This design comes from an exercise in tuning for small area, a short achievable clock period and few clock cycles per item on the open sky130 flow, not from production work. The RTL was checked by simulation tests, not by an equivalence proof against the original design. No activity file was given, so power comes from the tool's default toggle rates.

==> 02-05 <==
==> flow/design.v (excerpt) <==
module l1d_top (
  input  logic                    clk_in,
  input  logic                    rst_N_in,
  input  logic [LSU_TAG_BITS-1:0] lsu_req_tag,
  input  logic [PADDR_BITS-1:0]   lsu_req_addr,
  input  logic                    lsu_req_we,
  input  logic [WORD_BITS-1:0]    lsu_req_data,
  input  logic                    lsu_req_valid,
  output logic                    lsu_req_ready,
  output logic [LSU_TAG_BITS-1:0] lsu_rsp_tag,
  output logic                    lsu_rsp_we,
  output logic [WORD_BITS-1:0]    lsu_rsp_data,
  output logic                    lsu_rsp_valid,
  input  logic                    lsu_rsp_ready,
  output logic [BLK_BITS-1:0]     lc_req_addr,
  output logic                    lc_req_we,
  output logic [LINE_BITS-1:0]    lc_req_line,
  output logic                    lc_req_valid,
  input  logic                    lc_req_ready,
  input  logic [BLK_BITS-1:0]     lc_rsp_addr,
  input  logic [LINE_BITS-1:0]    lc_rsp_line,
  input  logic                    lc_rsp_valid,
  output logic                    lc_rsp_ready
);
clock: 10.0 ns
lec_check: 0
abc_clock_period_in_ps: 3500
cap_margin: 20
core_margin: 2
core_utilization: 40
setup_slack_margin: 5
slew_margin: 20
tns_end_percent: 5
standard.sh (not shown) runs the stock make flow with config.mk's settings and CLKGATE_MAP_FILE= SYNTH_SCRIPT=/design/flow/synth_recipe.tcl, a recipe that flattens the netlist after the stock synthesis.
==> flow/flow/run.sh <==
#!/bin/bash
# Layout flow: the standard flow (standard.sh, unchanged synthesis),
# run stage by stage so that the setup repair works on every endpoint
# below the margin after placement, while the floorplan-stage repair
# (wire-load estimates, sizing only) stays limited to the worst 5%.
# Each stage's full output goes to a log file of its own in this folder.
set -euo pipefail
bash standard.sh synth > stage_synth.log 2>&1
bash standard.sh SETUP_SLACK_MARGIN=5 TNS_END_PERCENT=5 floorplan > stage_floorplan.log 2>&1
bash standard.sh SETUP_SLACK_MARGIN=5 TNS_END_PERCENT=100 place > stage_place.log 2>&1
bash standard.sh SETUP_SLACK_MARGIN=5 TNS_END_PERCENT=100 cts > stage_cts.log 2>&1
bash standard.sh SETUP_SLACK_MARGIN=5 TNS_END_PERCENT=100 route > stage_route.log 2>&1
bash standard.sh SETUP_SLACK_MARGIN=5 TNS_END_PERCENT=100 finish > stage_finish.log 2>&1
==> 11-18 (differences from 02-05) <==
--- a/flow/design.v
+++ b/flow/design.v
@@ -17,61 +17,62 @@
   localparam int SEQ_BITS       = 4;
   localparam int DATA_COUNT     = 6;
   localparam int DSLOT_BITS     = 3;
   localparam int OP_BITS        = LSU_TAG_BITS + WORD_OFF_BITS;
 endpackage
 import l1d_pkg::*;
 module l1d_data_array (
   input  logic                     clk_in,
-  input  logic [INDEX_BITS-1:0]    rd_set,
-  input  logic [WORD_OFF_BITS-1:0] rd_word,
+  input  logic [NUM_SETS-1:0]      rd_sel,
   output logic [LINE_BITS-1:0]     rd_line,
-  output logic [WORD_BITS-1:0]     rd_data,
   input  logic                     fill_en,
   input  logic [INDEX_BITS-1:0]    fill_set,
   input  logic [LINE_BITS-1:0]     fill_line,
   input  logic                     st_en,
   input  logic [INDEX_BITS-1:0]    st_set,
   input  logic [WORD_OFF_BITS-1:0] st_word,
   input  logic [WORD_BITS-1:0]     st_data
 );
   logic [LINE_BITS-1:0] line_q [NUM_SETS];
   logic [LINE_BITS-1:0] wr_bus;
-  assign rd_line = line_q[rd_set];
-  assign rd_data = rd_line[rd_word*WORD_BITS +: WORD_BITS];
+  always_comb begin
+    rd_line = '0;
+    for (int s = 0; s < NUM_SETS; s++)
+      rd_line = rd_line | (line_q[s] & {LINE_BITS{rd_sel[s]}});
+  end
   assign wr_bus = fill_en ? fill_line : {WORDS_PER_LINE{st_data}};
   always_ff @(posedge clk_in) begin
     for (int s = 0; s < NUM_SETS; s++) begin
       for (int w = 0; w < WORDS_PER_LINE; w++) begin
         if ((fill_en && fill_set == INDEX_BITS'(s)) ||
             (st_en && st_set == INDEX_BITS'(s) && st_word == WORD_OFF_BITS'(w)))
           line_q[s][w*WORD_BITS +: WORD_BITS] <= wr_bus[w*WORD_BITS +: WORD_BITS];
       end
     end
   end
 endmodule
 import l1d_pkg::*;
 module l1d_mshr_file (
   input  logic                  clk_in,
   input  logic [PARK_COUNT-1:0] wr_sel,
   input  logic [OP_BITS-1:0]    wr_op,
-  input  logic [PARK_COUNT-1:0] rd_sel,
+  input  logic [PARK_COUNT-1:0] prd_sel,
   output logic [OP_BITS-1:0]    rd_op,
   input  logic [DATA_COUNT-1:0] dwr_sel,
   input  logic [WORD_BITS-1:0]  dwr_data,
   input  logic [DATA_COUNT-1:0] drd_sel,
   output logic [WORD_BITS-1:0]  drd_data
 );
   logic [OP_BITS-1:0]   op_q [PARK_COUNT];
   logic [WORD_BITS-1:0] data_q [DATA_COUNT];
   always_comb begin
     rd_op = '0;
     for (int e = 0; e < PARK_COUNT; e++)
-      if (rd_sel[e]) rd_op = rd_op | op_q[e];
+      if (prd_sel[e]) rd_op = rd_op | op_q[e];
     drd_data = '0;
     for (int d = 0; d < DATA_COUNT; d++)
       if (drd_sel[d]) drd_data = drd_data | data_q[d];
   end
   always_ff @(posedge clk_in) begin
     for (int e = 0; e < PARK_COUNT; e++)
       if (wr_sel[e]) op_q[e] <= wr_op;
     for (int d = 0; d < DATA_COUNT; d++)
@@ -97,40 +98,39 @@
   output logic                     lc_req_we,
   output logic [LINE_BITS-1:0]     lc_req_line,
   output logic                     lc_req_valid,
   input  logic                     lc_req_ready,
   input  logic [BLK_BITS-1:0]      lc_rsp_addr,
   input  logic [LINE_BITS-1:0]     lc_rsp_line,
   input  logic                     lc_rsp_valid,
   output logic                     lc_rsp_ready,
-  output logic [INDEX_BITS-1:0]    rd_set,
-  output logic [WORD_OFF_BITS-1:0] rd_word,
+  output logic [NUM_SETS-1:0]      rd_sel,
   input  logic [LINE_BITS-1:0]     rd_line,
-  input  logic [WORD_BITS-1:0]     rd_data,
   output logic                     fill_en,
   output logic [INDEX_BITS-1:0]    fill_set,
   output logic [LINE_BITS-1:0]     fill_line,
   output logic                     st_en,
   output logic [INDEX_BITS-1:0]    st_set,
   output logic [WORD_OFF_BITS-1:0] st_word,
   output logic [WORD_BITS-1:0]     st_data,
   output logic [PARK_COUNT-1:0]    wr_sel,
   output logic [OP_BITS-1:0]       wr_op,
-  output logic [PARK_COUNT-1:0]    rd_sel,
+  output logic [PARK_COUNT-1:0]    prd_sel,
   input  logic [OP_BITS-1:0]       rd_op,
   output logic [DATA_COUNT-1:0]    dwr_sel,
   output logic [WORD_BITS-1:0]     dwr_data,
   output logic [DATA_COUNT-1:0]    drd_sel,
   input  logic [WORD_BITS-1:0]     drd_data
 );
   localparam int PTR_BITS = MSHR_IDX_BITS + 1;
   localparam int WA_BITS  = BLK_BITS + WORD_OFF_BITS;
   logic                     r1_v_q, r0_v_q, rdy_q, r1_hh_q, r1_rd_q, cl_go_q;
   logic [INDEX_BITS-1:0]    rd_set_q;    
+  logic [NUM_SETS-1:0]      rd_oh_q;     
   logic [LSU_TAG_BITS-1:0]  r1_tag_q, r0_tag_q;
   logic [WA_BITS-1:0]       r1_wa_q, r0_wa_q;
   logic                     r1_we_q, r0_we_q;
   logic [WORD_BITS-1:0]     r1_data_q, r0_data_q;
   logic [TAG_BITS-1:0]      tag_q [NUM_SETS];
   logic [NUM_SETS-1:0]      val_q, dirty_q;
   logic [NUM_SETS-1:0]      setbusy_q;      
   logic [PTR_BITS-1:0]      head_q, fill_q, fetch_q, tail_q;
@@ -157,20 +157,20 @@
   logic [MSHR_IDX_BITS-1:0] iidx_q;
   logic                     sb_v_q;
   logic [INDEX_BITS-1:0]    sb_set_q;
   logic [WORD_OFF_BITS-1:0] sb_word_q;
   logic [WORD_BITS-1:0]     sb_data_q;
   logic                     lc_v_q, lc_we_q, wb_pend_q;
   logic [BLK_BITS-1:0]      lc_addr_q, wb_addr_q;
   logic [LINE_BITS-1:0]     lc_line_q;
-  logic                     rq0_v_q, rq1_v_q;
-  logic [LSU_TAG_BITS-1:0]  rq0_tag_q, rq1_tag_q;
-  logic                     rq0_we_q, rq1_we_q;
-  logic [WORD_BITS-1:0]     rq0_data_q, rq1_data_q;
+  logic                     rq0_v_q;
+  logic [LSU_TAG_BITS-1:0]  rq0_tag_q;
+  logic                     rq0_we_q;
+  logic [WORD_BITS-1:0]     rq0_data_q;
   assign lsu_req_ready = rdy_q;
   assign lsu_rsp_valid = rq0_v_q;
   assign lsu_rsp_tag   = rq0_tag_q;
   assign lsu_rsp_we    = rq0_we_q;
   assign lsu_rsp_data  = rq0_data_q;
   assign lc_req_valid  = lc_v_q;
   assign lc_req_we     = lc_we_q;
   assign lc_req_addr   = lc_addr_q;
@@ -206,23 +206,23 @@
   assign tail_idx  = tail_q[MSHR_IDX_BITS-1:0];
   logic                     rp_valid, rp_go;
   logic [LSU_TAG_BITS-1:0]  rp_tag;
   logic [WORD_OFF_BITS-1:0] rp_word;
   logic                     rp_we;
   logic [WORD_BITS-1:0]     rp_data;
   assign head_up  = head_rdy_q || inst_head_q;
   assign rp_valid = head_up && rp_any_q;
-  assign rd_sel   = rp_oh_q;
+  assign prd_sel  = rp_oh_q;
   assign drd_sel  = rp_dsel_q;
   assign {rp_tag, rp_word} = rd_op;
   assign rp_we    = rp_we_q;
   assign rp_data  = drd_data;
   logic rq_full;
-  assign rq_full = rq1_v_q;
+  assign rq_full = rq0_v_q && !lsu_rsp_ready;
   logic stall_hit, stall_park, s1_go, s1_rsp, s1_st, s1_park, s1_alloc;
   assign stall_hit  = rq_full || !r1_hh_q ||
                       (r1_we_q ? (!roomy || (inst_q && r1_set == iset_q))
                                : inst_rd_q);
   assign stall_park = !park_free || (alloc && mshr_full) || (r1_we_q && !dfree);
   assign s1_go      = r1_v_q && (hit ? !stall_hit : !stall_park);
   assign s1_rsp     = s1_go && hit;
   assign s1_st      = s1_rsp && r1_we_q;
@@ -251,20 +251,23 @@
   assign wb_any      = wb_now || cl_go;
   assign wb_blk      = cl_go ? {tag_q[hs_q], hs_q} : {tag_q[iset_q], iset_q};
   assign lc_free     = !lc_v_q || lc_req_ready;
   assign fetch_avail = fetch_q != tail_q;
   assign head_done = head_up && !(r1_v_q && r1_blk == head_blk_q && park_free && (!r1_we_q || dfree)) &&
                      ((head_left_q == '0) || (rp_go && head_left_q == SEQ_BITS'(1)));
   logic [PTR_BITS-1:0] fill_nx;
   assign fill_nx = fill_q + 1'b1;
-  logic [WORD_BITS-1:0] rd_fwd;
+  logic [INDEX_BITS-1:0]    rd_set;
+  logic [WORD_OFF_BITS-1:0] rd_word;
+  logic                     rd_fwd;
   assign rd_set    = rd_set_q;
+  assign rd_sel    = rd_oh_q;
   assign rd_word   = r1_rd_q ? r1_word : rp_word;
-  assign rd_fwd    = (sb_v_q && sb_set_q == rd_set && sb_word_q == rd_word) ? sb_data_q : rd_data;
+  assign rd_fwd    = sb_v_q && sb_set_q == rd_set && sb_word_q == rd_word;
   assign fill_en   = inst_q;
   assign fill_set  = iset_q;
   assign fill_line = fb_q;
   assign st_en     = sb_v_q;
   assign st_set    = sb_set_q;
   assign st_word   = sb_word_q;
   assign st_data   = sb_data_q;
   assign wr_sel   = s1_park ? free_oh : '0;
@@ -274,19 +277,31 @@
   logic                    push;
   logic [LSU_TAG_BITS-1:0] p_tag;
   logic                    p_we;
   logic [WORD_BITS-1:0]    p_data;
   logic                    pop;
   assign push   = rp_go || s1_rsp;
   assign p_tag  = s1_claims ? r1_tag_q : rp_tag;
   assign p_we   = s1_claims ? r1_we_q : rp_we;
-  logic [LINE_BITS-1:0] fb_line;
+  logic [LINE_BITS-1:0]      fb_line;
+  logic                      fbsel, fsel, bsel;
+  logic [WORDS_PER_LINE-1:0] wsel;
   assign fb_line = fb_q;
-  assign p_data = p_we ? '0 : ((inst_head_q && !s1_claims) ? fb_line[rp_word*WORD_BITS +: WORD_BITS] : rd_fwd);
+  assign fbsel   = inst_head_q && !s1_claims;
+  assign fsel    = rd_fwd && !p_we && !fbsel;
+  assign bsel    = fbsel && !p_we;
+  always_comb begin
+    for (int w = 0; w < WORDS_PER_LINE; w++)
+      wsel[w] = (rd_word == WORD_OFF_BITS'(w)) && !p_we && !rd_fwd && !fbsel;
+    p_data = (sb_data_q & {WORD_BITS{fsel}}) |
+             (fb_line[rp_word*WORD_BITS +: WORD_BITS] & {WORD_BITS{bsel}});
+    for (int w = 0; w < WORDS_PER_LINE; w++)
+      p_data = p_data | (rd_line[w*WORD_BITS +: WORD_BITS] & {WORD_BITS{wsel[w]}});
+  end
   assign pop    = rq0_v_q && lsu_rsp_ready;
   logic                     r1_adv;
   logic [BLK_BITS-1:0]      in_blk;
   logic                     in_hit, in_match;
   assign r1_adv = !r1_v_q || s1_go;
   assign in_blk = r0_v_q ? r0_wa_q[WA_BITS-1:WORD_OFF_BITS]
                          : lsu_req_addr[PADDR_BITS-1:OFFSET_BITS];
   always_comb begin
@@ -430,17 +445,16 @@
       head_rdy_q <= 1'b0;
       inst_head_q <= 1'b0;
       inst_q     <= 1'b0;
       inst_rd_q  <= 1'b0;
       sb_v_q     <= 1'b0;
       lc_v_q     <= 1'b0;
       wb_pend_q  <= 1'b0;
       rq0_v_q    <= 1'b0;
-      rq1_v_q    <= 1'b0;
       park_free  <= 1'b1;
       dfree      <= 1'b1;
       mshr_full  <= 1'b0;
       roomy      <= 1'b1;
       free_oh    <= PARK_COUNT'(1);
       dfree_oh   <= DATA_COUNT'(1);
       dfree_idx  <= '0;
       vd_hs_q    <= 1'b0;
@@ -528,18 +542,17 @@
           lc_v_q  <= 1'b1;
           fetch_q <= fetch_q + 1'b1;
         end else begin
           lc_v_q <= 1'b0;
         end
       end else if (wb_any) begin
         wb_pend_q <= 1'b1;
       end
-      rq0_v_q <= rq1_v_q || push || (rq0_v_q && !pop);
-      rq1_v_q <= rq1_v_q ? !pop : (push && rq0_v_q && !pop);
+      rq0_v_q <= push || (rq0_v_q && !pop);
     end
   end
   always_ff @(posedge clk_in) begin
     if (r1_adv) begin
       r1_tag_q  <= r0_v_q ? r0_tag_q  : lsu_req_tag;
       r1_wa_q   <= r0_v_q ? r0_wa_q   : lsu_req_addr[PADDR_BITS-1:BYTE_OFF_BITS];
       r1_we_q   <= r0_v_q ? r0_we_q   : lsu_req_we;
       r1_data_q <= r0_v_q ? r0_data_q : lsu_req_data;
@@ -547,16 +560,17 @@
     if (!r0_v_q) begin
       r0_tag_q  <= lsu_req_tag;
       r0_wa_q   <= lsu_req_addr[PADDR_BITS-1:BYTE_OFF_BITS];
       r0_we_q   <= lsu_req_we;
       r0_data_q <= lsu_req_data;
     end
     if (inst_q) tag_q[iset_q] <= itag_q;
     rd_set_q <= rd_set_d;
+    rd_oh_q  <= NUM_SETS'(1) << rd_set_d;
     rp_set_q <= blk_q[head_done ? head_nx_idx : head_idx][INDEX_BITS-1:0];
     head_left_q <= ((s1_alloc && tail_idx == head_nx2[MSHR_IDX_BITS-1:0]) ? SEQ_BITS'(1) :
                     pcnt_q[head_nx2[MSHR_IDX_BITS-1:0]] +
                     ((s1_park && match && match_idx == head_nx2[MSHR_IDX_BITS-1:0]) ? 1'b1 : 1'b0)) -
                    (head_done ? '0 : (rp_go ? rd_seq_nx : rd_seq_q));
     head_blk_q <= (s1_alloc && tail_idx == head_nx2[MSHR_IDX_BITS-1:0])
                   ? r1_blk : blk_q[head_nx2[MSHR_IDX_BITS-1:0]];
     sb_set_q  <= s1_claims ? r1_set    : rp_set_q;
@@ -594,25 +608,20 @@
         lc_we_q   <= 1'b0;
         lc_addr_q <= fetch_avail ? blk_q[fetch_idx] : r1_blk;
       end
     end
     if (wb_any) begin
       lc_line_q <= rd_line;
       wb_addr_q <= wb_blk;
     end
-    if (!rq0_v_q || pop) begin
-      rq0_tag_q  <= rq1_v_q ? rq1_tag_q  : p_tag;
-      rq0_we_q   <= rq1_v_q ? rq1_we_q   : p_we;
-      rq0_data_q <= rq1_v_q ? rq1_data_q : p_data;
-    end
-    if (!rq1_v_q) begin
-      rq1_tag_q  <= p_tag;
-      rq1_we_q   <= p_we;
-      rq1_data_q <= p_data;
+    if (push) begin
+      rq0_tag_q  <= p_tag;
+      rq0_we_q   <= p_we;
+      rq0_data_q <= p_data;
     end
   end
 endmodule
 import l1d_pkg::*;
 module l1d_top (
   input  logic                    clk_in,
   input  logic                    rst_N_in,
   input  logic [LSU_TAG_BITS-1:0] lsu_req_tag,
@@ -631,30 +640,28 @@
   output logic [LINE_BITS-1:0]    lc_req_line,
   output logic                    lc_req_valid,
   input  logic                    lc_req_ready,
   input  logic [BLK_BITS-1:0]     lc_rsp_addr,
   input  logic [LINE_BITS-1:0]    lc_rsp_line,
   input  logic                    lc_rsp_valid,
   output logic                    lc_rsp_ready
 );
-  logic [INDEX_BITS-1:0]    rd_set;
-  logic [WORD_OFF_BITS-1:0] rd_word;
+  logic [NUM_SETS-1:0]      rd_sel;
   logic [LINE_BITS-1:0]     rd_line;
-  logic [WORD_BITS-1:0]     rd_data;
   logic                     fill_en;
   logic [INDEX_BITS-1:0]    fill_set;
   logic [LINE_BITS-1:0]     fill_line;
   logic                     st_en;
   logic [INDEX_BITS-1:0]    st_set;
   logic [WORD_OFF_BITS-1:0] st_word;
   logic [WORD_BITS-1:0]     st_data;
   logic [PARK_COUNT-1:0]    wr_sel;
   logic [OP_BITS-1:0]       wr_op;
-  logic [PARK_COUNT-1:0]    rd_sel;
+  logic [PARK_COUNT-1:0]    prd_sel;
   logic [OP_BITS-1:0]       rd_op;
   logic [DATA_COUNT-1:0]    dwr_sel;
   logic [WORD_BITS-1:0]     dwr_data;
   logic [DATA_COUNT-1:0]    drd_sel;
   logic [WORD_BITS-1:0]     drd_data;
   l1d_ctrl u_l1d_ctrl (.*);
   l1d_data_array u_l1d_data_array (.*);
   l1d_mshr_file u_l1d_mshr_file (.*);
--- a/flow/config.mk
+++ b/flow/config.mk
@@ -4,11 +4,13 @@
 export VERILOG_FILES = /design/flow/design.v
 export SDC_FILE = /design/flow/constraint.sdc
 export NUM_CORES = 4
 export LEC_CHECK = 0
 export ABC_CLOCK_PERIOD_IN_PS = 3500
 export CAP_MARGIN = 20
 export CORE_MARGIN = 2
 export CORE_UTILIZATION = 40
+export CTS_CLUSTER_DIAMETER = 70
+export CTS_CLUSTER_SIZE = 22
 export SETUP_SLACK_MARGIN = 5
 export SLEW_MARGIN = 20
 export TNS_END_PERCENT = 5
==> summary.md <==
In the synthesized netlist, the number of instances is 14772. The share of total power dissipated in combinational logic is 20.1%. The clock skew after layout was 0.0877 ns; the synthesis-stage register bit count was 6064. Excluding fillers, the count of instances in the completed layout stands at 24052. Data on the critical path is required at its endpoint by 10.94 ns. After Yosys synthesis, XOR and XNOR cells account for 1.47% of the synthesized area. For the number of antenna diodes, the log shows 167. The run gives 393000 um as the met2 wire length. The flow ran to the end and the layout has no timing, DRC or antenna violations.

Clock tree synthesis found a total of 6064 sinks. The library cells used most frequently in the layout, excluding fill and tap cells, are edfxtp_1 (5388), a22oi_1 (1506), nand2_1 (1249). In this run, flip-flops and latches consume 44.4% of the power.

In the post-synthesis netlist, the biggest area contributors are edfxtp_1 (70%), dfxtp_1 (5.8%), a22oi_1 (4.9%), nand2_1 (2.0%), mux4_2 (1.5%).
[end of results for 02-05]
==> summary.md <==
The top cell types in the final layout, fill and taps aside, are edfxtp_1 (5388), nand2_1 (851), a221oi_1 (815). For this run, the number of standard cells in the final layout without fillers is 22789. For the worst setup path, the data required time is 10.74 ns.

The combinational power share is 23.2%, and the power share of the sequential group is 47.2%. The synthesis-stage register bit count is 6008. Yosys attributes the largest share of cell area to edfxtp_1 (71%), dfxtp_1 (5.4%), a221oi_1 (3.1%), a22o_1 (3.1%), a22oi_1 (2.2%). The clock skew after layout came out at 0.122 ns.

The flow ran to the end and the layout has no timing, DRC or antenna violations. The synthesized netlist devotes 1.61% of its cell area to XOR and XNOR gates. The met2 wire length was 395000 um.
[end of results for 11-18]
Testbench counts of 02-05, summed over its fixed seeds: cycles 19,064, items 16,000.
Testbench counts of 11-18, summed over its fixed seeds: cycles 19,064, items 16,000.

==> static timing again, ports no longer ideal <==
Ports are ideal in the flow. The routed layouts listed here were re-timed in OpenROAD.
Step 1: set_driving_cell puts a clkbuf_16 on clk_in and a buf_2 on each other input, an assumption about the parent block.
Step 2 also shifts input and output timing later by t, the mid clock arrival at the registers, as if the neighbouring blocks saw the same clock.
a / b / c = ideal ports / drivers / drivers and shift; a / b = the first two.
run	t, ns	slack for setup (ns)	hold slack, ns	worst setup path at the end	latest minus earliest clock arrival (ns)
02-05	1.242	4.685 / 4.685 / 3.932	0.459 / 0.459 / 0.459	input to register	0.108 / 0.108
11-18	1.175	4.765 / 4.765 / 3.909	0.479 / 0.479 / 0.479	input to register	0.130 / 0.130
After both steps setup and hold are still met in every run listed. For 11-18, which loses most, drivers alone change the setup slack by 0.000 ns; drivers and shift together by -0.856 ns.
